Context: an optimization exercise on an open-source flow, tuned for small area. The choices shown serve that exercise and are no tape-out recipe. Only simulation tests tie the RTL to the original design; equivalence was not proved. No activity file was given, so power comes from the tool's default toggle rates. No driver is modelled on the clock port, so clocking that relies on it looks cheaper here than on a real chip.

### flow/design.v
module reg_file_2r1w #(
    parameter int XLEN     = 64,
    parameter int NREG     = 32,
    parameter int AW       = 5,
    parameter int ZERO_REG = 1
) (
    input  logic            clk,
    input  logic            rst,
    input  logic            rd_en,
    input  logic [AW-1:0]   rs1_addr,
    input  logic [AW-1:0]   rs2_addr,
    output logic [XLEN-1:0] rs1_data,
    output logic [XLEN-1:0] rs2_data,
    output logic            rd_valid,
    input  logic            wr_en,
    input  logic [AW-1:0]   wr_addr,
    input  logic [XLEN-1:0] wr_data,
    output logic            busy
);
    logic          busy_reg;
    logic [AW-1:0] clr_cnt;
    logic          rd_valid_reg;
    logic          p;
    always_ff @(posedge clk) begin
        if (rst) begin
            busy_reg <= 1'b1;
            clr_cnt  <= '0;
        end else if (busy_reg) begin
            clr_cnt <= clr_cnt + AW'(1);
            if (clr_cnt == AW'(NREG - 1)) busy_reg <= 1'b0;
        end
    end
    always_ff @(posedge clk) begin
        rd_valid_reg <= !rst && !busy_reg && rd_en;
        p            <= !rst && !p;
    end
    logic            wr_ok;
    logic            clr_now;
    logic [XLEN-1:0] col;
    assign wr_ok   = wr_en && !rst && !busy_reg;
    assign clr_now = busy_reg && p;
    assign col     = wr_data ^ {XLEN{p}};
    localparam int NR = NREG - 1;
    logic [XLEN-1:0] S [0:NR-1];
    logic [NR-1:0]   sel1, sel2;
    logic            pz1, pz2;
    always_ff @(posedge clk) begin
        for (int r = 0; r < NR; r++) begin
            sel1[r] <= (rs1_addr == AW'(r + 1));
            sel2[r] <= (rs2_addr == AW'(r + 1));
        end
        pz1 <= !rst && !p && (rs1_addr != '0);
        pz2 <= !rst && !p && (rs2_addr != '0);
    end
    genvar gr, gb;
    generate
        for (gr = 0; gr < NR; gr++) begin : g_row
            logic wsel, a, b;
            assign wsel = wr_ok && (wr_addr == AW'(gr + 1));
            assign a    = wsel || clr_now;
            assign b    = !wsel;
            for (gb = 0; gb < XLEN; gb++) begin : g_bit
                reg_file_2r1w_bit u_bit (
                    .clk(clk), .a(a), .b(b), .col(col[gb]), .q(S[gr][gb])
                );
            end
        end
    endgenerate
    generate
        for (gb = 0; gb < XLEN; gb++) begin : g_rd
            logic [NR-1:0] d;
            for (gr = 0; gr < NR; gr++) begin : g_d
                assign d[gr] = S[gr][gb];
            end
            reg_file_2r1w_rdbit #(.NR(NR)) u_rd1 (.sel(sel1), .d(d), .pz(pz1), .y(rs1_data[gb]));
            reg_file_2r1w_rdbit #(.NR(NR)) u_rd2 (.sel(sel2), .d(d), .pz(pz2), .y(rs2_data[gb]));
        end
    endgenerate
    assign rd_valid = rd_valid_reg;
    assign busy     = busy_reg;
endmodule
module reg_file_2r1w_bit (
    input  logic clk,
    input  logic a,
    input  logic b,
    input  logic col,
    output logic q
);
    always_ff @(posedge clk) begin
        q <= ~((q | a) & (b | col));
    end
endmodule
module reg_file_2r1w_rdbit #(
    parameter int NR = 31
) (
    input  logic [NR-1:0] sel,
    input  logic [NR-1:0] d,
    input  logic          pz,
    output logic          y
);
    logic [10:0] t;
    logic [2:0]  g;
    genvar gi;
    generate
        for (gi = 0; gi < 10; gi++) begin : g_aoi
            reg_file_2r1w_aoi222 u_aoi (
                .a1(sel[3*gi]), .a2(d[3*gi]), .b1(sel[3*gi+1]), .b2(d[3*gi+1]),
                .c1(sel[3*gi+2]), .c2(d[3*gi+2]), .y(t[gi])
            );
        end
    endgenerate
    reg_file_2r1w_nand2 u_n2 (.a(sel[30]), .b(d[30]), .y(t[10]));
    reg_file_2r1w_nand4 u_g0 (.a(t[0]), .b(t[1]), .c(t[2]), .d(t[3]), .y(g[0]));
    reg_file_2r1w_nand4 u_g1 (.a(t[4]), .b(t[5]), .c(t[6]), .d(t[7]), .y(g[1]));
    reg_file_2r1w_nand3 u_g2 (.a(t[8]), .b(t[9]), .c(t[10]), .y(g[2]));
    logic n;
    reg_file_2r1w_or3   u_or (.a(g[0]), .b(g[1]), .c(g[2]), .y(n));
    reg_file_2r1w_xor2  u_x  (.a(n), .b(pz), .y(y));
endmodule
module reg_file_2r1w_aoi222 (
    input  logic a1, a2, b1, b2, c1, c2,
    output logic y
);
    assign y = ~((a1 & a2) | (b1 & b2) | (c1 & c2));
endmodule
module reg_file_2r1w_nand2 (input logic a, b, output logic y);
    assign y = ~(a & b);
endmodule
module reg_file_2r1w_nand3 (input logic a, b, c, output logic y);
    assign y = ~(a & b & c);
endmodule
module reg_file_2r1w_nand4 (input logic a, b, c, d, output logic y);
    assign y = ~(a & b & c & d);
endmodule
module reg_file_2r1w_or3 (input logic a, b, c, output logic y);
    assign y = a | b | c;
endmodule
module reg_file_2r1w_xor2 (input logic a, b, output logic y);
    assign y = a ^ b;
endmodule
module reg_file_2r1w_xnor2 (input logic a, b, output logic y);
    assign y = ~(a ^ b);
endmodule
### flow/flow/run.sh
#!/bin/bash
# The standard ORFS flow (standard.sh, with its synthesis unchanged), with two
# changes to how the layout is made:
#  - ports are buffered with buf_1 cells instead of the slow clkdlybuf4s50_1 that
#    buffer_ports picks by default;
#  - the clock tree uses larger sink clusters and no dummy loads.
# make's output goes to flow.log; ORFS keeps each step's log under orfs/logs/.
set -euo pipefail
bash standard.sh \
  "BUFFER_PORTS_ARGS=-buffer_cell sky130_fd_sc_hd__buf_1" \
  "CTS_ARGS=-sink_clustering_enable -repair_clock_nets -dont_use_dummy_load -sink_clustering_size 24 -sink_clustering_max_diameter 100" \
  finish > flow.log 2>&1
### flow/standard.sh
#!/bin/bash
# synth_recipe.tcl (not shown) runs the flow's synth.tcl, then flattens the netlist and writes it again
# the make line also repeats each setting of config.mk as NAME=value (left out here)
make -C /OpenROAD-flow-scripts/flow DESIGN_CONFIG=/design/flow/config.mk WORK_HOME=/design/flow/orfs CLKGATE_MAP_FILE= SYNTH_SCRIPT=/design/flow/synth_recipe.tcl "${@:-finish}"
### flow/config.mk
export PLATFORM = sky130hd
export DESIGN_NAME = reg_file_2r1w
export DESIGN_NICKNAME = reg_file_2r1w
export VERILOG_FILES = /design/flow/design.v
export SDC_FILE = /design/flow/constraint.sdc
export NUM_CORES = 4
export LEC_CHECK = 0
export CAP_MARGIN = 20
export CORE_MARGIN = 2
export CORE_UTILIZATION = 40
export SLEW_MARGIN = 20
export SYNTH_HIERARCHICAL = 1
### flow/constraint.sdc
create_clock -name core_clock -period 5.0 [get_ports {clk}]
set_input_delay 1.0000 -clock core_clock [delete_from_list [all_inputs] [get_ports {clk}]]
set_output_delay 1.0000 -clock core_clock [all_outputs]
set_load 0.01 [all_outputs]
==> run_results.csv, run 1 <==
group,metric,value,unit
status,status,"finished clean",
synthesis,synth_flop_cell,"dfxtp_1",
cts,htree_levels,3,
detailed_routing,drc,0,
cells_and_area,largest_reg_flops,1984,
cells_and_area,instances_no_fill,9260,
timing,finalSetupViolCount,0,
cells_and_area,fin_area,82600,µm²
synthesis,synthTopCellsByArea,"dfxtp_1 56%, a222oi_1 18%, o22ai_1 17%, xor2_1 2.3%, nand4_1 2.2%",
job,cap_violations,0,
cts,clk_latency,0.79,ns
die,rows,156,
placed_design,place.gp.congestion,0.930,
die,initial_utilization,40.3,%
cts,cts_root_buf,"clkbuf_16",
die,core,181000,µm²
synthesis,synth_warnings,9,
timing,fin_crit,4.74,ns
cts,cts_buffers,97,
detailed_routing,first_pass_iters,17,
synthesis,synth_async_sr_flop_share,0,%
synthesis,yosysTopAreaCell,"dfxtp_1",
timing,fin_ws,0.259,ns
global_routing,antenna_found_initial,22,
timing,max_freq,0.211,GHz
detailed_routing,drt_iter0_markers,19000,
global_routing,overflow,0,
timing,period_share,94.8,%
cells_and_area,num-fill-cells,16700,
cts,ctsHoldBuffers,0,
timing,rsz0062_at_grt,"false",
cells_and_area,layout.nets,6961,
global_routing,grt_pass1_vias,73600,
synthesis,ys_types,41,
detailed_routing,via_per_inst,8.43,
critical_path,r2r-start,"busy_reg",
synthesis,synth_edf_count,0,
global_routing,grtUsageTotal,38.2,%
cells_and_area,reg.largest.list,"g_row.g_bit.u_bit.q: 1984 flops, sel1: 31 flops, sel2: 31 flops",
synthesis,yosysSeqAreaShare,56.5,%
die,io_pins,213,
critical_path,worstPathArrival,3.74,ns
timing,relSlewSlack,14.7,%
placed_design,dpl.hpwl,212,mm
detailed_routing,wl_per_cell,40.6,µm
cells_and_area,max_flop_register,"g_row.g_bit.u_bit.q",
synthesis,syn-instance-count,6378,
cells_and_area,syn_to_final_growth,13.4,%
global_routing,grt_max_degree,65,
critical_path,crit_path_max_fanout,34,
detailed_routing,totalWireLength,376,mm
detailed_routing,ant_nets,0,
critical_path,worstReg2RegEnd,"g_row[6].g_bit[18].u_bit.q",
cts,cts_setup_buffers,0,
timing,final_hold_viol_count,0,
power_and_ir_drop,power_density,415,nW/µm²
die,die-area,186000,µm²
power_and_ir_drop,p_leak,28.3,nW
cts,tritoncts,"built",
critical_path,worstSetupStartpointType,"register",
synthesis,netlist_top_cells_count,"2056 x dfxtp_1, 1984 x o22ai_1, 1280 x a222oi_1",
placed_design,port_buffers,212,
worst_hold_path,min_path_type,"input port to register",
cts,cts_resized,0,
placed_design,place_inst,9146,
critical_path,reg2reg_depth,5,
timing,skew,0.102,ns
synthesis,synth_top_area_share,56.5,%
critical_path,crit_path_end,"rs2_data[56]",
placed_design,dp_slack,1.22,ns
synthesis,synthMostInstantiatedCell,"dfxtp_1",
cts,clk_path_buf_depth,3,
synthesis,synth_fp_nets,6463,
critical_path,crit_type,"register to output pin",
cells_and_area,multi_input_area,32800,µm²
critical_path,cp_data_required_time,4.00,ns
synthesis,postSynthAreaPerCell,11.4,µm²
die,chipWidth,431,µm
cells_and_area,drive_above_1_share,7.62,%
power_and_ir_drop,peakVddDrop,332,µV
critical_path,r2r_slack,1.46,ns
placed_design,postPlaceCellArea,80100,µm²
critical_path,startpoint,"sel2[21]",
timing,worst_slew_pin_slew,1.28,ns
timing,fin_tns_setup,0,ns
global_routing,grt_first_pass_wirelength,526,mm
synthesis,mappedNetlistArea,72900,µm²
timing,maxSlewViolCount,0,
power_and_ir_drop,total_power,34.3,mW
die,dieHeight,431,µm
cts,path_clk_slew,0.10,ns
critical_path,end_kind,"output pin",
cells_and_area,register_area,41400,µm²
synthesis,ys_ff_latch,2056,
cts,clkSinkCount,2056,
detailed_routing,vias,78100,
## cells in the final DEF, fill, tap and decap left out, drive strengths merged, types with 24 or more instances in the layout
cell,synthesis,layout
buf,12,431
xor2,192,192
a222oi,1280,1280
nor2,69,69
o21ai,24,24
o22ai,1984,1984
nand2,132,132
dfxtp,2056,2056
nand3,147,147
nand4,260,260
or3,130,130
clkbuf,20,97
## stage by stage
step,util (%),hold slack [ns]
after floorplan,-,0.442
after global placement,44.3,0.449
after detailed placement,44.3,0.459
after CTS,45.6,0.404
after global routing,45.7,0.427
final,45.7,0.434
## report_power, final
part / switching, mW / total [mW] / internal (mW)
Clock: 5.36 / 8.83 / 3.47
Combinational: 3.13 / 5.09 / 1.96
Sequential: 1.87 / 20.3 / 18.5
## metal layers
metal	vias up	wire length (µm)	GRT usage [%]
met5	-	66	0.104
met4	10	26400	22.7
met3	1782	62900	14.7
met2	7699	153000	54.5
met1	38200	134000	48.6
li1	30400	-	-
## worst min path at each step
stage | start | cells past startpoint | slack [ns] | to
finish | rd_en | 2 | 0.43 | rd_valid_reg
global route | rd_en | 2 | 0.43 | rd_valid_reg
CTS | rd_en | 2 | 0.40 | rd_valid_reg
detailed placement | g_row[24].g_bit[44].u_bit.q | 1 | 0.46 | g_row[24].g_bit[44].u_bit.q
global placement | g_row[0].g_bit[14].u_bit.q | 1 | 0.45 | g_row[0].g_bit[14].u_bit.q
floorplan | g_row[0].g_bit[0].u_bit.q | 1 | 0.44 | g_row[0].g_bit[0].u_bit.q
## final cells by class
type	count	share of cell area, %
inverter	1	0.00454
multi-input combinational	4289	39.8
tap	2370	3.59
sequential	2056	50.1
antenna	16	0.0485
timing repair buffer	431	3.57
clock buffer	97	2.94
## modules after synthesis (local to each module, per instance), a selection
module | copies in the design | cells
reg_file_2r1w | 1 | 362
reg_file_2r1w_aoi222 | 1280 | 1
reg_file_2r1w_bit | 1984 | 2
reg_file_2r1w_nand2 | 128 | 1
reg_file_2r1w_nand3 | 128 | 1
reg_file_2r1w_nand4 | 256 | 1
reg_file_2r1w_or3 | 128 | 1
reg_file_2r1w_xor2 | 128 | 1
## worst max-delay path: stages, from the launching register on
cell and delay (ns):
dfxtp_4 0.55, buf_4 0.41, a222oi_1 0.57, nand4_1 0.36
or3_1 0.58, xor2_1 0.17, buf_1 0.17
## cells by family after synthesis
family | count (synthesis) | share of synthesized area, %
AOI/OAI and AO/OA | 3300 | 34.9
xor gates and xnor gates | 193 | 2.32
buffers and inverters | 33 | 0.216
adders and majority gates | 2 | 0.0343
and+or+nand+nor | 791 | 5.97
muxes | 3 | 0.0429
DFF | 2056 | 56.5
==> run 2: changes to the inputs <==
--- a/flow/design.v
+++ b/flow/design.v
@@ -56,11 +56,15 @@
     generate
         for (gr = 0; gr < NR; gr++) begin : g_row
-            logic wsel, a, b;
+            logic wsel, a_lo, b_lo, a_hi, b_hi;
             assign wsel = wr_ok && (wr_addr == AW'(gr + 1));
-            assign a    = wsel || clr_now;
-            assign b    = !wsel;
+            reg_file_2r1w_rowdrv u_drv_lo (.wsel(wsel), .clr(clr_now), .a(a_lo), .b(b_lo));
+            reg_file_2r1w_rowdrv u_drv_hi (.wsel(wsel), .clr(clr_now), .a(a_hi), .b(b_hi));
             for (gb = 0; gb < XLEN; gb++) begin : g_bit
                 reg_file_2r1w_bit u_bit (
-                    .clk(clk), .a(a), .b(b), .col(col[gb]), .q(S[gr][gb])
+                    .clk(clk),
+                    .a(gb < XLEN/2 ? a_lo : a_hi),
+                    .b(gb < XLEN/2 ? b_lo : b_hi),
+                    .col(col[gb]),
+                    .q(S[gr][gb])
                 );
             end
@@ -79,4 +83,13 @@
     assign rd_valid = rd_valid_reg;
     assign busy     = busy_reg;
+endmodule
+module reg_file_2r1w_rowdrv (
+    input  logic wsel,
+    input  logic clr,
+    output logic a,
+    output logic b
+);
+    assign a = wsel | clr;
+    assign b = ~wsel;
 endmodule
 module reg_file_2r1w_bit (
==> run_results.csv, run 2 <==
group,metric,value,unit
status,status,"finished clean",
synthesis,yosysTopAreaCell,"dfxtp_1",
global_routing,grt_first_pass_wirelength,502,mm
cts,ctsHoldBuffers,0,
die,io_pins,213,
global_routing,grtUsageTotal,36.2,%
cells_and_area,instances_no_fill,9361,
detailed_routing,vias,76200,
timing,relSlewSlack,13.3,%
synthesis,synth_warnings,9,
die,chipWidth,432,µm
cts,clk_latency,0.82,ns
cells_and_area,most-common-layout-cells,"1991 x dfxtp_1, 1984 x o22ai_1, 1280 x a222oi_1",
worst_hold_path,min_path_type,"input port to register",
global_routing,antenna_found_initial,31,
timing,rsz0062_at_grt,"false",
cells_and_area,layout.nets,7034,
placed_design,postPlaceCellArea,79200,µm²
cts,cts_buffers,96,
die,die-area,186000,µm²
power_and_ir_drop,peakVddDrop,258,µV
critical_path,crit_type,"register to output pin",
timing,fin_tns_setup,0,ns
synthesis,mappedNetlistArea,73200,µm²
cells_and_area,final_core_util,44.8,%
cells_and_area,syn_to_final_growth,11.6,%
synthesis,syn-instance-count,6450,
detailed_routing,ant_nets,0,
cells_and_area,multi_input_area,32100,µm²
timing,max_freq,0.206,GHz
synthesis,synth_async_sr_flop_share,0,%
detailed_routing,wl_per_cell,38.2,µm
detailed_routing,totalWireLength,358,mm
synthesis,yosysSeqAreaShare,56.2,%
placed_design,place_inst,9234,
synthesis,netlist_top_cells_count,"2056 x dfxtp_1, 1984 x o22ai_1, 1280 x a222oi_1",
placed_design,dpl.hpwl,204,mm
synthesis,synthTopCellsByArea,"dfxtp_1 56%, a222oi_1 18%, o22ai_1 17%, xor2_1 2.3%, nand4_1 2.2%",
critical_path,crit_path_max_fanout,53,
placed_design,place.gp.congestion,0.999,
critical_path,worstSetupStartpointType,"register",
die,initial_utilization,40.1,%
detailed_routing,drc,0,
cells_and_area,final_common_cell,"dfxtp_1",
timing,skew,0.0505,ns
synthesis,synth_fp_nets,6535,
timing,fin_crit,4.86,ns
timing,final_hold_viol_count,0,
synthesis,synth_flop_cell,"dfxtp_1",
synthesis,synth_top_area_share,56.2,%
timing,worst_slew_pin_slew,1.30,ns
cts,path_clk_slew,0.09,ns
cts,tritoncts,"built",
cells_and_area,drive_above_1_share,7.27,%
synthesis,synth_edf_count,0,
critical_path,worstPathArrival,3.86,ns
global_routing,grt_pass1_vias,70700,
cts,htree_levels,3,
job,cap_violations,0,
cells_and_area,largest_reg_flops,1984,
timing,fin_ws,0.140,ns
synthesis,postSynthAreaPerCell,11.3,µm²
cells_and_area,reg.largest.list,"g_row.g_bit.u_bit.q: 1984 flops, sel1: 31 flops, sel2: 31 flops",
timing,maxSlewViolCount,0,
timing,period_share,97.2,%
cts,cts_root_buf,"clkbuf_16",
power_and_ir_drop,power_density,420,nW/µm²
cts,clkSinkCount,2056,
cells_and_area,max_flop_register,"g_row.g_bit.u_bit.q",
synthesis,ys_types,36,
cts,clk_path_buf_depth,3,
global_routing,grt_max_degree,65,
die,dieHeight,432,µm
die,core,182000,µm²
cells_and_area,num-fill-cells,17100,
placed_design,dp_slack,1.18,ns
global_routing,overflow,0,
detailed_routing,via_per_inst,8.14,
die,rows,157,
cells_and_area,register_area,41400,µm²
synthesis,synthMostInstantiatedCell,"dfxtp_1",
cells_and_area,fin_area,81700,µm²
timing,finalSetupViolCount,0,
critical_path,cp_data_required_time,4.00,ns
detailed_routing,first_pass_iters,14,
placed_design,port_buffers,212,
synthesis,ys_ff_latch,2056,
detailed_routing,drt_iter0_markers,17400,
critical_path,end_kind,"output pin",
power_and_ir_drop,p_leak,28.2,nW
[run 2: changes by cell type in the layout (fill, tap and decap cells not counted), sizes merged, moves of 4 or more]
cell and change:
inv +61, or2 +51, nor3 +31, o21ai -24
nand3 -16, diode +13, buf -6, a32o -5
or4b -5, nand4b -4, nor2b -4
[run 2: per-module statistics from Yosys, one instance, submodules excluded, a selection]
| module | flip-flops and latches | copies in the design | cells |
|---|---|---|---|
| reg_file_2r1w_bit | 1 | 1984 | 2 |
| reg_file_2r1w_rowdrv | 0 | 62 | 2 |
| reg_file_2r1w_nand3 | 0 | 128 | 1 |
| reg_file_2r1w_or3 | 0 | 128 | 1 |
| reg_file_2r1w_aoi222 | 0 | 1280 | 1 |
| reg_file_2r1w_nand2 | 0 | 128 | 1 |
| reg_file_2r1w | 72 | 1 | 310 |
| reg_file_2r1w_xor2 | 0 | 128 | 1 |
| reg_file_2r1w_nand4 | 0 | 256 | 1 |
[run 2: worst paths after layout]
path / from / slack [ns] / end / cells after the start
worst max-delay path: sel1[3] / 0.14 / rs1_data[12] / 6
worst min-delay path: rd_en / 0.43 / rd_valid_reg / 2
worst max register to register: busy_reg / 1.40 / g_row[5].g_bit[8].u_bit.q / 5
worst min register to register: g_row[22].g_bit[58].u_bit.q / 0.47 / g_row[22].g_bit[58].u_bit.q / 1
[run 2: where the power goes]
group          leakage [nW]  switching (mW)  internal [mW]  total [mW]
Combinational          9.64            3.27           1.90        5.18
Sequential             17.3            1.88           18.5        20.4
Clock                  1.18            5.31           3.43        8.75
Total                  28.2            10.5           23.8        34.3
[run 2: layout make-up]
class	count	share of cell area, %
sequential	2056	50.7
multi-input combinational	4307	39.3
tap	2385	3.65
timing repair buffer	425	2.99
clock buffer	96	2.94
inverter	63	0.290
antenna	29	0.0888
[run 2: worst max-delay path, cell delays in order (launching register included)]
cell and delay (ns):
dfxtp_4 0.65, buf_4 0.37, a222oi_1 0.60, nand4_1 0.48, or3_1 0.56, xor2_1 0.17, buf_1 0.17
[run 2: layer usage]
layer	part of all wire, %	GRT usage [%]	vias to the layer above
li1	-	-	30500
met1	35	45.3	37100
met2	40	50.8	7043
met3	15	10.8	1548
met4	10	30.4	10
met5	0.020	0.0781	-
[run 2: cell families after synthesis]
kind of cell / Yosys count / share of synthesized area (%)
AOI/OAI and AO/OA: 3269 / 34.5
DFF: 2056 / 56.2
and+or+nand+nor: 840 / 6.35
xor gates and xnor gates: 193 / 2.31
buffers and inverters: 87 / 0.515
muxes: 3 / 0.0427
adders and majority gates: 2 / 0.0342
[run 2: per-stage QoR]
stage	power, mW	hold WS [ns]
floorplan	23.1	0.442
global placement	25.3	0.449
detailed placement	25.6	0.459
CTS	34.0	0.435
global route	35.2	0.423
finish	34.3	0.431
[run 2: what timing repair did]
item                                    in CTS  in global routing
hold endpoints to repair                     0                  0
endpoints found under the setup margin       0                  1
buffers inserted                             0                  1
gates resized for setup                      0                  1
==> run 3: changes to the inputs <==
--- a/flow/flow/run.sh
+++ b/flow/flow/run.sh
@@ -9,4 +9,4 @@
 bash standard.sh \
   "BUFFER_PORTS_ARGS=-buffer_cell sky130_fd_sc_hd__buf_1" \
-  "CTS_ARGS=-sink_clustering_enable -repair_clock_nets -dont_use_dummy_load -sink_clustering_size 24 -sink_clustering_max_diameter 100" \
+  "CTS_ARGS=-sink_clustering_enable -repair_clock_nets -dont_use_dummy_load -sink_clustering_size 28 -sink_clustering_max_diameter 120" \
   finish > flow.log 2>&1
==> run_results.csv, run 3 <==
group,metric,value,unit
status,status,"finished clean",
synthesis,synth_top_family_by_area,"compound AO/OA/AOI/OAI gates",
timing,relSlewSlack,13.9,%
placed_design,place.gp.congestion,0.999,
detailed_routing,first_pass_iters,14,
detailed_routing,via_per_inst,8.15,
synthesis,synthAdderAreaFrac,0.0342,%
detailed_routing,drt_iter0_markers,17700,
detailed_routing,drc,0,
synthesis,ys_ff_latch,2056,
synthesis,synth_async_sr_flop_share,0,%
cells_and_area,multi_input_area,32100,µm²
timing,skew,0.0743,ns
die,die-area,186000,µm²
synthesis,yosysTopAreaCell,"dfxtp_1",
job,cap_violations,0,
cells_and_area,register_area,41400,µm²
cts,htree_levels,3,
detailed_routing,ant_nets,0,
placed_design,dpl.hpwl,204,mm
timing,fin_crit,4.90,ns
critical_path,critPathTopFamily,"simple AND/OR/NAND/NOR gates",
die,chipWidth,432,µm
cells_and_area,reg.largest.list,"g_row.g_bit.u_bit.q: 1984 flops, sel1: 31 flops, sel2: 31 flops",
cells_and_area,max_flop_register,"g_row.g_bit.u_bit.q",
cts,path_clk_slew,0.11,ns
cts,tritoncts,"built",
timing,rsz0062_at_grt,"false",
detailed_routing,vias,76100,
global_routing,grt_pass1_vias,70500,
cells_and_area,instances_no_fill,9336,
power_and_ir_drop,p_leak,28.0,nW
cells_and_area,most-common-layout-cells,"1991 x dfxtp_1, 1984 x o22ai_1, 1280 x a222oi_1",
synthesis,synth_top_area_share,56.2,%
cells_and_area,final_common_cell,"dfxtp_1",
global_routing,grtUsageTotal,36.2,%
timing,period_share,97.9,%
cells_and_area,drive_above_1_share,7.16,%
synthesis,yosysSeqAreaShare,56.2,%
cts,clk_path_buf_depth,3,
synthesis,synthTopCellsByArea,"dfxtp_1 56%, a222oi_1 18%, o22ai_1 17%, xor2_1 2.3%, nand4_1 2.2%",
synthesis,synth_flop_cell,"dfxtp_1",
synthesis,ys_types,36,
timing,fin_tns_setup,0,ns
synthesis,synth_warnings,9,
cts,cts_root_buf,"clkbuf_16",
power_and_ir_drop,total_power,33.8,mW
critical_path,slowest_stage,"or3_1",
synthesis,mappedNetlistArea,73200,µm²
die,initial_utilization,40.1,%
synthesis,synthMuxAreaShare,0.0427,%
timing,max_freq,0.204,GHz
critical_path,worstSetupStartpointType,"register",
die,dieHeight,432,µm
timing,final_hold_viol_count,0,
die,io_pins,213,
cts,clk_latency,0.77,ns
detailed_routing,wl_per_cell,38.5,µm
placed_design,port_buffers,212,
synthesis,synth-xor-area-share,2.31,%
die,rows,157,
die,core,182000,µm²
power_and_ir_drop,power_density,415,nW/µm²
cells_and_area,num-fill-cells,17100,
timing,worst_slew_pin_slew,1.29,ns
global_routing,overflow,0,
synthesis,netlist_top_cells_count,"2056 x dfxtp_1, 1984 x o22ai_1, 1280 x a222oi_1",
cells_and_area,final_core_util,44.6,%
global_routing,grt_max_degree,65,
synthesis,synth-compound-area-share,34.5,%
cts,clkSinkCount,2056,
critical_path,worstPathArrival,3.90,ns
placed_design,place_inst,9234,
critical_path,end_kind,"output pin",
synthesis,synth_simple_gate_area_share,6.35,%
critical_path,cp_data_required_time,4.00,ns
power_and_ir_drop,peakVddDrop,293,µV
critical_path,worstPathCellList,"buf_4 > a222oi_1 > nand4_1 > or3_1 > xor2_1 > buf_1",
global_routing,grt_first_pass_wirelength,502,mm
critical_path,crit_buf_inv,2,
worst_hold_path,min_path_type,"input port to register",
synthesis,synthMostInstantiatedCell,"dfxtp_1",
cells_and_area,syn_to_final_growth,11.2,%
timing,finalSetupViolCount,0,
global_routing,antenna_found_initial,26,
cells_and_area,layout.nets,7025,
critical_path,critPathMaxStageDelay,0.67,ns
cts,cts_buffers,84,
detailed_routing,totalWireLength,360,mm
synthesis,postSynthAreaPerCell,11.3,µm²
synthesis,synth_fp_nets,6535,
synthesis,synth_edf_count,0,
critical_path,crit_path_max_fanout,46,
timing,maxSlewViolCount,0,
synthesis,syn-instance-count,6450,
cells_and_area,largest_reg_flops,1984,
critical_path,crit_type,"register to output pin",
cts,ctsHoldBuffers,0,
run 3: cell types whose count changed in the layout (fill, tap and decap cells not counted):
cell and change:
diode_2 -16, buf_12 +3, or3_4 +1, or3_1 -1
clkbuf_16 -12
run 3: logic make-up after synthesis:
kind of cell,after synthesis
multiplexers,3
AO/OA/AOI/OAI,3269
flip-flops,2056
AND/OR/NAND/NOR,840
XOR/XNOR,193
adder cells (fa/ha/maj),2
buffers and inverters,87
run 3: stage by stage:
step                hold slack (ns)  worst slack, ns  area [µm²]
floorplan                     0.442             1.52       73200
global placement              0.449             1.09       79200
detailed placement            0.459             1.18       79200
CTS                           0.445            0.366       81300
global route                  0.440           0.0282       81400
finish                        0.450            0.104       81400
run 3: area by class of cell:
cell class	count	share of cell area, %
antenna	13	0.0400
clock buffer	84	2.58
inverter	63	0.290
multi-input combinational	4307	39.5
sequential	2056	50.9
tap	2385	3.67
timing repair buffer	428	3.07
run 3: power by group:
group	switching [mW]	internal, mW
clock network	5.22	3.04
registers	1.88	18.5
logic	3.29	1.91
total	10.4	23.4
run 3: per-module statistics from Yosys (local to each module, per instance), a selection:
| module | cells inside | times used | flops+latches |
|---|---|---|---|
| reg_file_2r1w | 310 | 1 | 72 |
| reg_file_2r1w_nand3 | 1 | 128 | 0 |
| reg_file_2r1w_xor2 | 1 | 128 | 0 |
| reg_file_2r1w_nand4 | 1 | 256 | 0 |
| reg_file_2r1w_aoi222 | 1 | 1280 | 0 |
| reg_file_2r1w_rowdrv | 2 | 62 | 0 |
| reg_file_2r1w_or3 | 1 | 128 | 0 |
| reg_file_2r1w_nand2 | 1 | 128 | 0 |
| reg_file_2r1w_bit | 2 | 1984 | 1 |
run 3: what timing repair did:
item / 4_1_cts / 5_1_grt
endpoints found under the setup margin: 0 / 2
setup buffers: 0 / 4
gates resized for setup: 0 / 2
hold endpoints to repair: 0 / 0
run 3: worst paths after layout:
| check | start | end | slack, ns | cells after the start |
|---|---|---|---|---|
| max | sel2[21] | rs2_data[41] | 0.10 | 6 |
| min | rd_en | rd_valid_reg | 0.45 | 2 |
| max reg2reg | busy_reg | g_row[5].g_bit[11].u_bit.q | 1.35 | 5 |
| min reg2reg | g_row[1].g_bit[11].u_bit.q | g_row[1].g_bit[11].u_bit.q | 0.47 | 1 |
run 3: metal layers:
metal	vias up	global-route usage, %	wire, µm
met5	-	0.286	108
met1	37100	45.4	126000
li1	30400	-	-
met4	12	30.0	35400
met2	7022	51.1	145000
met3	1504	10.7	52400
==> run 4: changes to the inputs <==
--- a/flow/flow/run.sh
+++ b/flow/flow/run.sh
@@ -9,4 +9,4 @@
 bash standard.sh \
   "BUFFER_PORTS_ARGS=-buffer_cell sky130_fd_sc_hd__buf_1" \
-  "CTS_ARGS=-sink_clustering_enable -repair_clock_nets -dont_use_dummy_load -sink_clustering_size 28 -sink_clustering_max_diameter 120" \
+  "CTS_ARGS=-sink_clustering_enable -repair_clock_nets -dont_use_dummy_load -sink_clustering_size 30 -sink_clustering_max_diameter 110" \
   finish > flow.log 2>&1
==> run_results.csv, run 4 <==
group,metric,value,unit
timing,skew,0.0597,ns
status,check-failures,"negative setup slack",
critical_path,crit_path_end,"rs1_data[0]",
synthesis,synth_edf_count,0,
critical_path,startpoint,"sel1[10]",
timing,rsz0062_at_grt,"false",
critical_path,slowest_stage,"nand4_1",
cells_and_area,largest_reg_flops,1984,
timing,relSlewSlack,14.1,%
cts,cts_root_buf,"clkbuf_16",
cells_and_area,max_flop_register,"g_row.g_bit.u_bit.q",
power_and_ir_drop,p_int,23.3,mW
detailed_routing,totalWireLength,359,mm
timing,finalSetupViolCount,2,
detailed_routing,drc,0,
critical_path,r2r-start,"busy_reg",
timing,fin_ws,-0.0569,ns
timing,maxSlewViolCount,0,
global_routing,grt_max_degree,65,
cts,tritoncts,"built",
timing,final_hold_viol_count,0,
global_routing,grt_pass1_vias,70600,
die,dieHeight,432,µm
detailed_routing,vias,76300,
power_and_ir_drop,switchingPower,10.4,mW
synthesis,synth_warnings,9,
placed_design,dp_slack,1.18,ns
synthesis,synth_flop_cell,"dfxtp_1",
synthesis,ys_types,36,
synthesis,synth_fp_nets,6535,
power_and_ir_drop,p_leak,28.0,nW
detailed_routing,wl_per_cell,38.4,µm
cts,htree_levels,3,
cells_and_area,drive_above_1_share,7.04,%
detailed_routing,drt_iter0_markers,18300,
power_and_ir_drop,pwr-share-clk,24.0,%
critical_path,worstReg2RegEnd,"g_row[5].g_bit[30].u_bit.q",
timing,max_freq,0.198,GHz
placed_design,port_buffers,212,
global_routing,grt_first_pass_wirelength,501,mm
status,status,"complete, but fails checks",
synthesis,syn-instance-count,6450,
cts,ctsHoldBuffers,0,
synthesis,synth_top_area_share,56.2,%
die,core,182000,µm²
critical_path,end_kind,"output pin",
timing,worst_slew_pin_slew,1.28,ns
global_routing,antenna_found_initial,28,
cts,clkSinkCount,2056,
die,die-area,186000,µm²
die,chipWidth,432,µm
synthesis,ys_ff_latch,2056,
cts,cts_buffers,79,
placed_design,dpl.hpwl,204,mm
synthesis,yosysSeqAreaShare,56.2,%
detailed_routing,first_pass_iters,15,
critical_path,crit_type,"register to output pin",
critical_path,worstPathCellList,"buf_4 > a222oi_1 > nand4_1 > or3_4 > xor2_1 > buf_1",
synthesis,mappedNetlistArea,73200,µm²
critical_path,reg2reg_depth,5,
critical_path,r2r_slack,1.35,ns
cts,clk_path_buf_depth,3,
cells_and_area,most-common-layout-cells,"1991 x dfxtp_1, 1984 x o22ai_1, 1280 x a222oi_1",
power_and_ir_drop,total_power,33.6,mW
job,cap_violations,0,
synthesis,synth_async_sr_flop_share,0,%
die,initial_utilization,40.1,%
power_and_ir_drop,switching_share,30.8,%
power_and_ir_drop,pwr-share-seq,60.6,%
synthesis,postSynthAreaPerCell,11.3,µm²
synthesis,yosysTopAreaCell,"dfxtp_1",
placed_design,place.gp.congestion,0.999,
detailed_routing,ant_nets,0,
cells_and_area,final_common_cell,"dfxtp_1",
critical_path,worstSetupStartpointType,"register",
timing,fin_crit,5.06,ns
worst_hold_path,hold_start,"rd_en",
die,io_pins,213,
cells_and_area,layout.nets,7017,
critical_path,crit_path_max_fanout,39,
critical_path,worstPathArrival,4.06,ns
cells_and_area,reg.largest.list,"g_row.g_bit.u_bit.q: 1984 flops, sel1: 31 flops, sel2: 31 flops",
die,rows,157,
power_and_ir_drop,power_density,414,nW/µm²
global_routing,overflow,0,
power_and_ir_drop,comb_power_share,15.4,%
worst_hold_path,min_path_type,"input port to register",
cts,path_clk_slew,0.12,ns
critical_path,cp_data_required_time,4.00,ns
timing,period_share,101,%
power_and_ir_drop,peakVddDrop,235,µV
synthesis,synthMostInstantiatedCell,"dfxtp_1",
detailed_routing,via_per_inst,8.17,
cts,clk_latency,0.78,ns
cells_and_area,syn_to_final_growth,11.0,%
global_routing,grtUsageTotal,36.1,%
synthesis,synthTopCellsByArea,"dfxtp_1 56%, a222oi_1 18%, o22ai_1 17%, xor2_1 2.3%, nand4_1 2.2%",
synthesis,netlist_top_cells_count,"2056 x dfxtp_1, 1984 x o22ai_1, 1280 x a222oi_1",
critical_path,critPathMaxStageDelay,0.90,ns
==> run 4: power groups by stage <==
stage	Sequential [mW]	Combinational, mW	Clock (mW)
6_report	20.4	5.19	8.07
5_1_grt	20.6	5.36	8.58
4_1_cts	20.3	4.97	8.03
3_5_place_dp	20.6	4.97	0
3_3_place_gp	20.5	4.84	0
2_1_floorplan	20.1	2.96	0
==> run 4: routing by layer <==
metal	GRT usage, %	vias up	routed length (µm)
met1	45.5	37100	126000
met3	10.4	1576	51900
met4	29.3	14	34500
met5	0.286	-	123
met2	51.3	7131	146000
li1	-	30400	-
==> run 4: cells by family after synthesis <==
| family | share of synthesized area [%] |
|---|---|
| muxes | 0.0427 |
| adders and majority gates | 0.0342 |
| AOI/OAI and AO/OA | 34.5 |
| xor gates and xnor gates | 2.31 |
| DFF | 56.2 |
| buffers and inverters | 0.515 |
| and+or+nand+nor | 6.35 |
==> run 4: stage by stage <==
step | setup TNS (ns) | utilization (%) | hold slack (ns) | cells | cell area [µm²]
6_report | -0.0672 | 44.5 | 0.456 | 9334 | 81200
3_5_place_dp | 0 | 43.4 | 0.459 | 9234 | 79200
2_1_floorplan | 0 | - | 0.442 | 6450 | 73200
3_3_place_gp | 0 | 43.4 | 0.449 | 9234 | 79200
5_1_grt | 0 | 44.5 | 0.452 | 9321 | 81200
4_1_cts | 0 | 44.5 | 0.441 | 9313 | 81100
==> run 4: how the worst min path moves through the flow <==
| stage | depth (start not counted) | slack [ns] | to |
|---|---|---|---|
| CTS | 2 | 0.44 | rd_valid_reg |
| floorplan | 1 | 0.44 | g_row[0].g_bit[0].u_bit.q |
| global route | 2 | 0.45 | rd_valid_reg |
| global placement | 1 | 0.45 | g_row[18].g_bit[19].u_bit.q |
| detailed placement | 1 | 0.46 | g_row[15].g_bit[28].u_bit.q |
| finish | 2 | 0.46 | rd_valid_reg |
==> run 4: per-module statistics from Yosys, one instance, submodules excluded, a selection <==
module | copies in the design | flip-flops and latches | cells inside | cell area [µm²]
reg_file_2r1w_bit | 1984 | 1 | 2 | 26.3
reg_file_2r1w_aoi222 | 1280 | 0 | 1 | 10.0
reg_file_2r1w_nand2 | 128 | 0 | 1 | 3.75
reg_file_2r1w_rowdrv | 62 | 0 | 2 | 10.0
reg_file_2r1w_nand3 | 128 | 0 | 1 | 5.00
reg_file_2r1w_nand4 | 256 | 0 | 1 | 6.26
reg_file_2r1w_xor2 | 128 | 0 | 1 | 8.76
reg_file_2r1w | 1 | 72 | 310 | 2980
reg_file_2r1w_or3 | 128 | 0 | 1 | 6.26
==> run 4: layout make-up <==
class	count	area, µm²
well taps	2385	2980
inverters	63	236
flip-flops and latches	2056	41400
multi-input cells	4307	32100
fillers	17100	101000
repair buffers	425	2440
diodes	19	47.5
clock buffers	79	1980
==> run 4: worst max-delay path, delay by kind of cell, from the launching register on <==
| family | cells | cell delay, ns |
|---|---|---|
| buffers and inverters | 2 | 0.56 |
| XOR/XNOR | 1 | 0.14 |
| AO/OA/AOI/OAI | 1 | 0.29 |
| flip-flops | 1 | 0.57 |
| AND/OR/NAND/NOR | 2 | 1.65 |
==> run 4: what timing repair did <==
item                                    CTS  global route
endpoints found under the setup margin    0             1
gates resized for setup                   0             1
setup buffers                             0             1
==> run 5: changes to the inputs <==
--- a/flow/design.v
+++ b/flow/design.v
@@ -37,8 +37,14 @@
     logic            wr_ok;
     logic            clr_now;
-    logic [XLEN-1:0] col;
+    logic [XLEN-1:0] col_lo, col_hi;
     assign wr_ok   = wr_en && !rst && !busy_reg;
     assign clr_now = busy_reg && p;
-    assign col     = wr_data ^ {XLEN{p}};
+    genvar gc;
+    generate
+        for (gc = 0; gc < XLEN; gc++) begin : g_col
+            reg_file_2r1w_xor2 u_lo (.a(wr_data[gc]), .b(p), .y(col_lo[gc]));
+            reg_file_2r1w_xor2 u_hi (.a(wr_data[gc]), .b(p), .y(col_hi[gc]));
+        end
+    endgenerate
     localparam int NR = NREG - 1;
     logic [XLEN-1:0] S [0:NR-1];
@@ -65,5 +71,5 @@
                     .a(gb < XLEN/2 ? a_lo : a_hi),
                     .b(gb < XLEN/2 ? b_lo : b_hi),
-                    .col(col[gb]),
+                    .col(gr < NR/2 ? col_lo[gb] : col_hi[gb]),
                     .q(S[gr][gb])
                 );
--- a/flow/flow/run.sh
+++ b/flow/flow/run.sh
@@ -9,4 +9,4 @@
 bash standard.sh \
   "BUFFER_PORTS_ARGS=-buffer_cell sky130_fd_sc_hd__buf_1" \
-  "CTS_ARGS=-sink_clustering_enable -repair_clock_nets -dont_use_dummy_load -sink_clustering_size 30 -sink_clustering_max_diameter 110" \
+  "CTS_ARGS=-sink_clustering_enable -repair_clock_nets -dont_use_dummy_load -sink_clustering_size 24 -sink_clustering_max_diameter 100" \
   finish > flow.log 2>&1
==> run_results.csv, run 5 <==
group,metric,value,unit
status,status,"finished clean",
critical_path,crit_type,"register to output pin",
detailed_routing,wl_per_cell,39.7,µm
detailed_routing,drt_iter0_markers,18400,
worst_hold_path,min_path_type,"input port to register",
detailed_routing,vias,78300,
synthesis,synthMostInstantiatedCell,"dfxtp_1",
power_and_ir_drop,power_density,416,nW/µm²
timing,maxSlewViolCount,0,
detailed_routing,via_per_inst,8.21,
global_routing,grt_max_degree,82,
critical_path,r2r_slack,1.88,ns
synthesis,mappedNetlistArea,73700,µm²
synthesis,synth_warnings,9,
cells_and_area,syn_to_final_growth,12.1,%
cells_and_area,drive_above_1_share,7.25,%
placed_design,postPlaceCellArea,79900,µm²
synthesis,synth_fp_nets,6591,
die,initial_utilization,40.3,%
critical_path,reg2reg_depth,5,
cells_and_area,max_flop_register,"g_row.g_bit.u_bit.q",
synthesis,ys_ff_latch,2056,
synthesis,synth_async_sr_flop_share,0,%
cts,clkSinkCount,2056,
synthesis,syn-instance-count,6506,
cells_and_area,final_core_util,45.1,%
die,dieHeight,433,µm
synthesis,yosysTopAreaCell,"dfxtp_1",
global_routing,grt_pass1_vias,73100,
timing,fin_crit,4.97,ns
cts,tritoncts,"built",
critical_path,startpoint,"sel1[11]",
critical_path,critPathMaxStageDelay,0.75,ns
critical_path,crit_path_end,"rs1_data[31]",
worst_hold_path,hold_start,"rd_en",
cts,cts_setup_buffers,0,
cts,cts_buffers,95,
cells_and_area,largest_reg_flops,1984,
synthesis,postSynthAreaPerCell,11.3,µm²
critical_path,end_kind,"output pin",
synthesis,netlist_top_cells_count,"2056 x dfxtp_1, 1984 x o22ai_1, 1280 x a222oi_1",
cts,htree_levels,3,
cts,cts_resized,0,
global_routing,overflow,0,
critical_path,worstPathArrival,3.97,ns
critical_path,worstSetupStartpointType,"register",
global_routing,grt_first_pass_wirelength,525,mm
synthesis,synth_top_area_share,55.8,%
power_and_ir_drop,peakVddDrop,243,µV
die,die-area,188000,µm²
synthesis,yosysSeqAreaShare,55.8,%
placed_design,place.gp.congestion,0.907,
synthesis,synthTopCellsByArea,"dfxtp_1 56%, a222oi_1 17%, o22ai_1 17%, xor2_1 3.0%, nand4_1 2.2%",
global_routing,antenna_found_initial,39,
timing,worst_slew_pin_slew,1.25,ns
cts,clk_latency,0.77,ns
cells_and_area,layout.nets,7137,
detailed_routing,drc,0,
timing,skew,0.0257,ns
detailed_routing,first_pass_iters,15,
synthesis,ys_types,36,
job,cap_violations,0,
critical_path,worstPathCellList,"buf_4 > a222oi_1 > nand4_1 > or3_1 > xor2_1 > buf_1",
detailed_routing,totalWireLength,378,mm
die,core,183000,µm²
critical_path,crit_path_max_fanout,36,
synthesis,synth_edf_count,0,
timing,max_freq,0.201,GHz
cts,path_clk_slew,0.10,ns
critical_path,slowest_stage,"or3_1",
synthesis,synth_flop_cell,"dfxtp_1",
timing,fin_tns_setup,0,ns
global_routing,grtUsageTotal,38.1,%
cells_and_area,fin_area,82600,µm²
timing,period_share,99.4,%
cts,ctsHoldBuffers,0,
timing,finalSetupViolCount,0,
placed_design,port_buffers,212,
die,io_pins,213,
critical_path,r2r-start,"busy_reg",
cells_and_area,most-common-layout-cells,"1991 x dfxtp_1, 1984 x o22ai_1, 1280 x a222oi_1",
timing,final_hold_viol_count,0,
die,rows,157,
cts,clk_path_buf_depth,3,
critical_path,worstReg2RegEnd,"g_row[17].g_bit[4].u_bit.q",
power_and_ir_drop,p_leak,28.7,nW
cells_and_area,reg.largest.list,"g_row.g_bit.u_bit.q: 1984 flops, sel1: 31 flops, sel2: 31 flops",
die,chipWidth,433,µm
cells_and_area,final_common_cell,"dfxtp_1",
placed_design,dpl.hpwl,212,mm
cts,cts_root_buf,"clkbuf_16",
critical_path,cp_data_required_time,4.00,ns
timing,rsz0062_at_grt,"false",
detailed_routing,ant_nets,0,
timing,relSlewSlack,16.7,%
[run 5: changes by cell type after synthesis, sizes merged]
cell	before	now
xor2	192	256
buf	14	5
clkbuf	10	11
[run 5: worst min-delay path by stage]
stage,cells after the start,slack (ns),to
global route,2,0.46,rd_valid_reg
finish,2,0.47,rd_valid_reg
floorplan,1,0.44,g_row[0].g_bit[0].u_bit.q
CTS,2,0.45,rd_valid_reg
global placement,1,0.45,g_row[15].g_bit[35].u_bit.q
detailed placement,1,0.46,g_row[18].g_bit[12].u_bit.q
[run 5: final cells by class]
class                      count  area (µm²)
antenna                       28        70.1
inverter                      63         236
sequential                  2056       41400
tap                         2464        3080
fill                       17200      100000
clock buffer                  95        2380
multi-input combinational   4371       32700
timing repair buffer         465        2760
[run 5: kinds of logic after synthesis]
logic type	count (synthesis)	share of synthesized area, %
simple gates	840	6.30
flops	2056	55.8
buf+inv	79	0.452
compound gates	3269	34.3
xor+xnor	257	3.05
mux	3	0.0424
fa+ha+maj	2	0.0339
[run 5: critical path: cells and delay by family (launching register included)]
| kind | cells | cell delay, ns |
|---|---|---|
| flops | 1 | 0.53 |
| compound gates | 1 | 0.40 |
| buf+inv | 2 | 0.61 |
| simple gates | 2 | 1.42 |
| xor+xnor | 1 | 0.18 |
[run 5: power by group]
| group | switching (mW) | total, mW | internal, mW | leakage [nW] |
|---|---|---|---|---|
| sequential | 1.85 | 20.3 | 18.5 | 17.3 |
| combinational | 3.35 | 5.31 | 1.96 | 10.2 |
| clock | 5.33 | 8.73 | 3.40 | 1.17 |
| total | 10.5 | 34.4 | 23.8 | 28.7 |
[run 5: modules after synthesis (local to each module, per instance), a selection]
module | cells | copies in the design
reg_file_2r1w_nand2 | 1 | 128
reg_file_2r1w_xor2 | 1 | 256
reg_file_2r1w_bit | 2 | 1984
reg_file_2r1w_rowdrv | 2 | 62
reg_file_2r1w_nand3 | 1 | 128
reg_file_2r1w_aoi222 | 1 | 1280
reg_file_2r1w_or3 | 1 | 128
reg_file_2r1w | 238 | 1
reg_file_2r1w_nand4 | 1 | 256
[run 5: per-layer routing]
layer / global-route usage (%) / routed length (µm)
met5: 0.104 / 120
met4: 35.6 / 42200
met3: 12.2 / 56500
met2: 51.7 / 149000
met1: 47.3 / 131000
[run 5: through the flow]
| stage | hold slack (ns) | cells | power [mW] | worst slack (ns) |
|---|---|---|---|---|
| after floorplan | 0.442 | 6506 | 23.1 | 0.972 |
| after global placement | 0.449 | 9415 | 25.4 | 1.31 |
| after detailed placement | 0.459 | 9416 | 25.6 | 1.30 |
| after CTS | 0.451 | 9511 | 33.9 | 0.475 |
| after global routing | 0.456 | 9528 | 35.3 | 0.0466 |
| final | 0.467 | 9542 | 34.4 | 0.0305 |
==> run 6: changes to the inputs <==
--- a/flow/config.mk
+++ b/flow/config.mk
@@ -8,5 +8,5 @@
 export CAP_MARGIN = 20
 export CORE_MARGIN = 2
-export CORE_UTILIZATION = 40
+export CORE_UTILIZATION = 30
 export SLEW_MARGIN = 20
 export SYNTH_HIERARCHICAL = 1
==> run_results.csv, run 6 <==
group,metric,value,unit
cells_and_area,syn_to_final_growth,13.7,%
cells_and_area,largest_reg_flops,1984,
synthesis,synth_async_sr_flop_share,0,%
cells_and_area,register_area,41400,µm²
synthesis,ys_ff_latch,2056,
placed_design,port_buffers,212,
cts,clk_latency,0.81,ns
power_and_ir_drop,peakVddDrop,295,µV
synthesis,synth_top_area_share,55.8,%
global_routing,antenna_found_initial,34,
cells_and_area,num-fill-cells,24300,
synthesis,syn-instance-count,6506,
detailed_routing,ant_nets,0,
detailed_routing,drc,0,
synthesis,synth_flop_cell,"dfxtp_1",
cts,cts_buffers,99,
timing,relSlewSlack,13.1,%
detailed_routing,via_per_inst,7.60,
synthesis,yosysSeqAreaShare,55.8,%
global_routing,grt_pass1_vias,73000,
synthesis,yosysTopAreaCell,"dfxtp_1",
critical_path,crit_buf_inv,1,
detailed_routing,first_pass_iters,14,
cts,htree_levels,3,
placed_design,dp_slack,1.07,ns
power_and_ir_drop,p_leak,28.8,nW
cts,tritoncts,"built",
synthesis,netlist_top_cells_count,"2056 x dfxtp_1, 1984 x o22ai_1, 1280 x a222oi_1",
synthesis,synth_warnings,9,
timing,rsz0062_at_grt,"false",
synthesis,synth_fp_nets,6591,
timing,finalSetupViolCount,0,
cells_and_area,drive_above_1_share,7.27,%
global_routing,grt_util_met2,40.2,%
cts,clkSinkCount,2056,
cts,path_clk_slew,0.10,ns
critical_path,crit_path_max_fanout,64,
worst_hold_path,hold_depth,1,
global_routing,busiest_layer,"met2",
job,cap_violations,0,
cells_and_area,layout.nets,7160,
critical_path,critPathTopFamily,"simple AND/OR/NAND/NOR gates",
timing,skew,0.0922,ns
detailed_routing,drt_iter0_markers,19400,
critical_path,slowest_stage,"nand4_1",
cts,cts_resized,0,
die,initial_utilization,30.2,%
timing,final_hold_viol_count,0,
cts,ctsHoldBuffers,0,
global_routing,grtUsageTotal,28.7,%
timing,worst_slew_pin_slew,1.30,ns
status,status,"finished clean",
timing,max_freq,0.201,GHz
timing,period_share,99.6,%
critical_path,critPathMaxStageDelay,0.81,ns
critical_path,end_kind,"output pin",
worst_hold_path,min_path_type,"register to register",
timing,fin_tns_setup,0,ns
detailed_routing,totalWireLength,384,mm
synthesis,postSynthAreaPerCell,11.3,µm²
cts,cts_root_buf,"clkbuf_16",
timing,fin_ws,0.0191,ns
critical_path,worstSetupStartpointType,"register",
detailed_routing,vias,78300,
detailed_routing,wl_per_cell,37.3,µm
die,rows,181,
cts,clk_path_buf_depth,3,
critical_path,r2r_slack,1.85,ns
cells_and_area,most-common-layout-cells,"1991 x dfxtp_1, 1984 x o22ai_1, 1280 x a222oi_1",
synthesis,synthMostInstantiatedCell,"dfxtp_1",
cells_and_area,final_common_cell,"dfxtp_1",
cells_and_area,multi_input_area,32700,µm²
placed_design,dpl.hpwl,226,mm
critical_path,crit_type,"register to output pin",
critical_path,reg2reg_depth,4,
die,chipWidth,500,µm
critical_path,worstPathArrival,3.98,ns
cells_and_area,max_flop_register,"g_row.g_bit.u_bit.q",
timing,fin_crit,4.98,ns
global_routing,grt_max_degree,67,
power_and_ir_drop,power_density,414,nW/µm²
synthesis,synth_edf_count,0,
critical_path,worstPathCellList,"a222oi_1 > nand4_1 > or3_1 > xor2_1 > buf_1",
timing,maxSlewViolCount,0,
synthesis,synthTopCellsByArea,"dfxtp_1 56%, a222oi_1 17%, o22ai_1 17%, xor2_1 3.0%, nand4_1 2.2%",
synthesis,ys_types,36,
critical_path,path_depth,5,
critical_path,cp_data_required_time,4.00,ns
die,die-area,250000,µm²
global_routing,grt_first_pass_wirelength,534,mm
global_routing,grt_use_met1,36.4,%
global_routing,met3_usage,10.1,%
die,io_pins,213,
cts,cts_setup_buffers,0,
die,dieHeight,500,µm
die,core,244000,µm²
cells_and_area,reg.largest.list,"g_row.g_bit.u_bit.q: 1984 flops, sel1: 31 flops, sel2: 31 flops",
global_routing,overflow,0,
synthesis,mappedNetlistArea,73700,µm²
placed_design,place.gp.congestion,0.911,
[run 6: metrics by stage]
| stage | power [mW] | hold slack [ns] | std cells | util [%] | area [µm²] |
|---|---|---|---|---|---|
| floorplan | 23.1 | 0.442 | 6506 | - | 73700 |
| global placement | 25.5 | 0.449 | 10200 | 33.2 | 81000 |
| detailed placement | 25.8 | 0.458 | 10200 | 33.2 | 81000 |
| CTS | 34.3 | 0.470 | 10300 | 34.3 | 83500 |
| global route | 35.6 | 0.486 | 10300 | 34.4 | 83800 |
| finish | 34.7 | 0.468 | 10300 | 34.4 | 83800 |
[run 6: cells by family after synthesis]
group / count (synthesis) / synth area share, %
compound gates: 3269 / 34.3
xor+xnor: 257 / 3.05
fa+ha+maj: 2 / 0.0339
buf+inv: 79 / 0.452
flops: 2056 / 55.8
mux: 3 / 0.0424
simple gates: 840 / 6.30
[run 6: cell type report]
| cell class | instances | share of cell area (%) |
|---|---|---|
| diodes | 23 | 0.0687 |
| multi-input cells | 4371 | 39.0 |
| well taps | 3202 | 4.78 |
| inverters | 63 | 0.282 |
| flip-flops and latches | 2056 | 49.4 |
| clock buffers | 99 | 2.96 |
| repair buffers | 484 | 3.55 |
[run 6: power by group]
group	internal [mW]	total, mW	switching [mW]	leakage [nW]
Sequential	18.5	20.4	1.87	17.3
Combinational	1.98	5.45	3.47	10.3
Clock	3.53	8.92	5.39	1.22
Total	24.0	34.7	10.7	28.8
[run 6: Yosys stat by module (local to each module, per instance), excerpt]
module | cells | copies in the design | area, µm² | flip-flops and latches
reg_file_2r1w_aoi222 | 1 | 1280 | 10.0 | 0
reg_file_2r1w_rowdrv | 2 | 62 | 10.0 | 0
reg_file_2r1w_bit | 2 | 1984 | 26.3 | 1
reg_file_2r1w_nand2 | 1 | 128 | 3.75 | 0
reg_file_2r1w | 238 | 1 | 2380 | 72
reg_file_2r1w_nand4 | 1 | 256 | 6.26 | 0
reg_file_2r1w_nand3 | 1 | 128 | 5.00 | 0
reg_file_2r1w_xor2 | 1 | 256 | 8.76 | 0
[run 6: metal layers]
layer  vias up  part of all wire, %
met5         -                0.036
li1      30800                    -
met1     38000                   35
met4        20                  8.5
met2      7840                   40
met3      1546                   17
[run 6: worst paths after layout]
path,to,startpoint
min reg2reg,g_row[28].g_bit[15].u_bit.q,g_row[28].g_bit[15].u_bit.q
max,rs1_data[34],sel1[3]
max reg2reg,g_row[24].g_bit[1].u_bit.q,p
min,g_row[28].g_bit[15].u_bit.q,g_row[28].g_bit[15].u_bit.q

-- port drivers added, routing unchanged --
Ports are ideal in the flow. The routed layouts listed here were re-timed in OpenROAD.
Step 1, drivers: a clkbuf_16 drives clk and a buf_2 each remaining input, both assumed.
Step 2 times the ports against the registers' clock, not the clock port: input delays grow and output delays shrink by t, the midpoint of the rising clock arrivals with the driver on.
a / b / c = no drivers / after step 1 / after step 2; a / b = the first two.
| run | shift t [ns] | setup WS [ns] | worst setup path at the end |
|---|---|---|---|
| run 1 | 0.837 | 0.259 / 0.166 / 0.968 | input to register |
| run 2 | 0.874 | 0.140 / 0.053 / 0.669 | input to register |
| run 3 | 0.838 | 0.104 / 0.016 / 0.659 | input to register |
| run 4 | 0.844 | -0.057 / -0.145 / 0.689 | input to register |
| run 5 | 0.861 | 0.031 / -0.066 / 0.796 | register to output |
| run 6 | 0.861 | 0.019 / -0.081 / 0.780 | register to output |
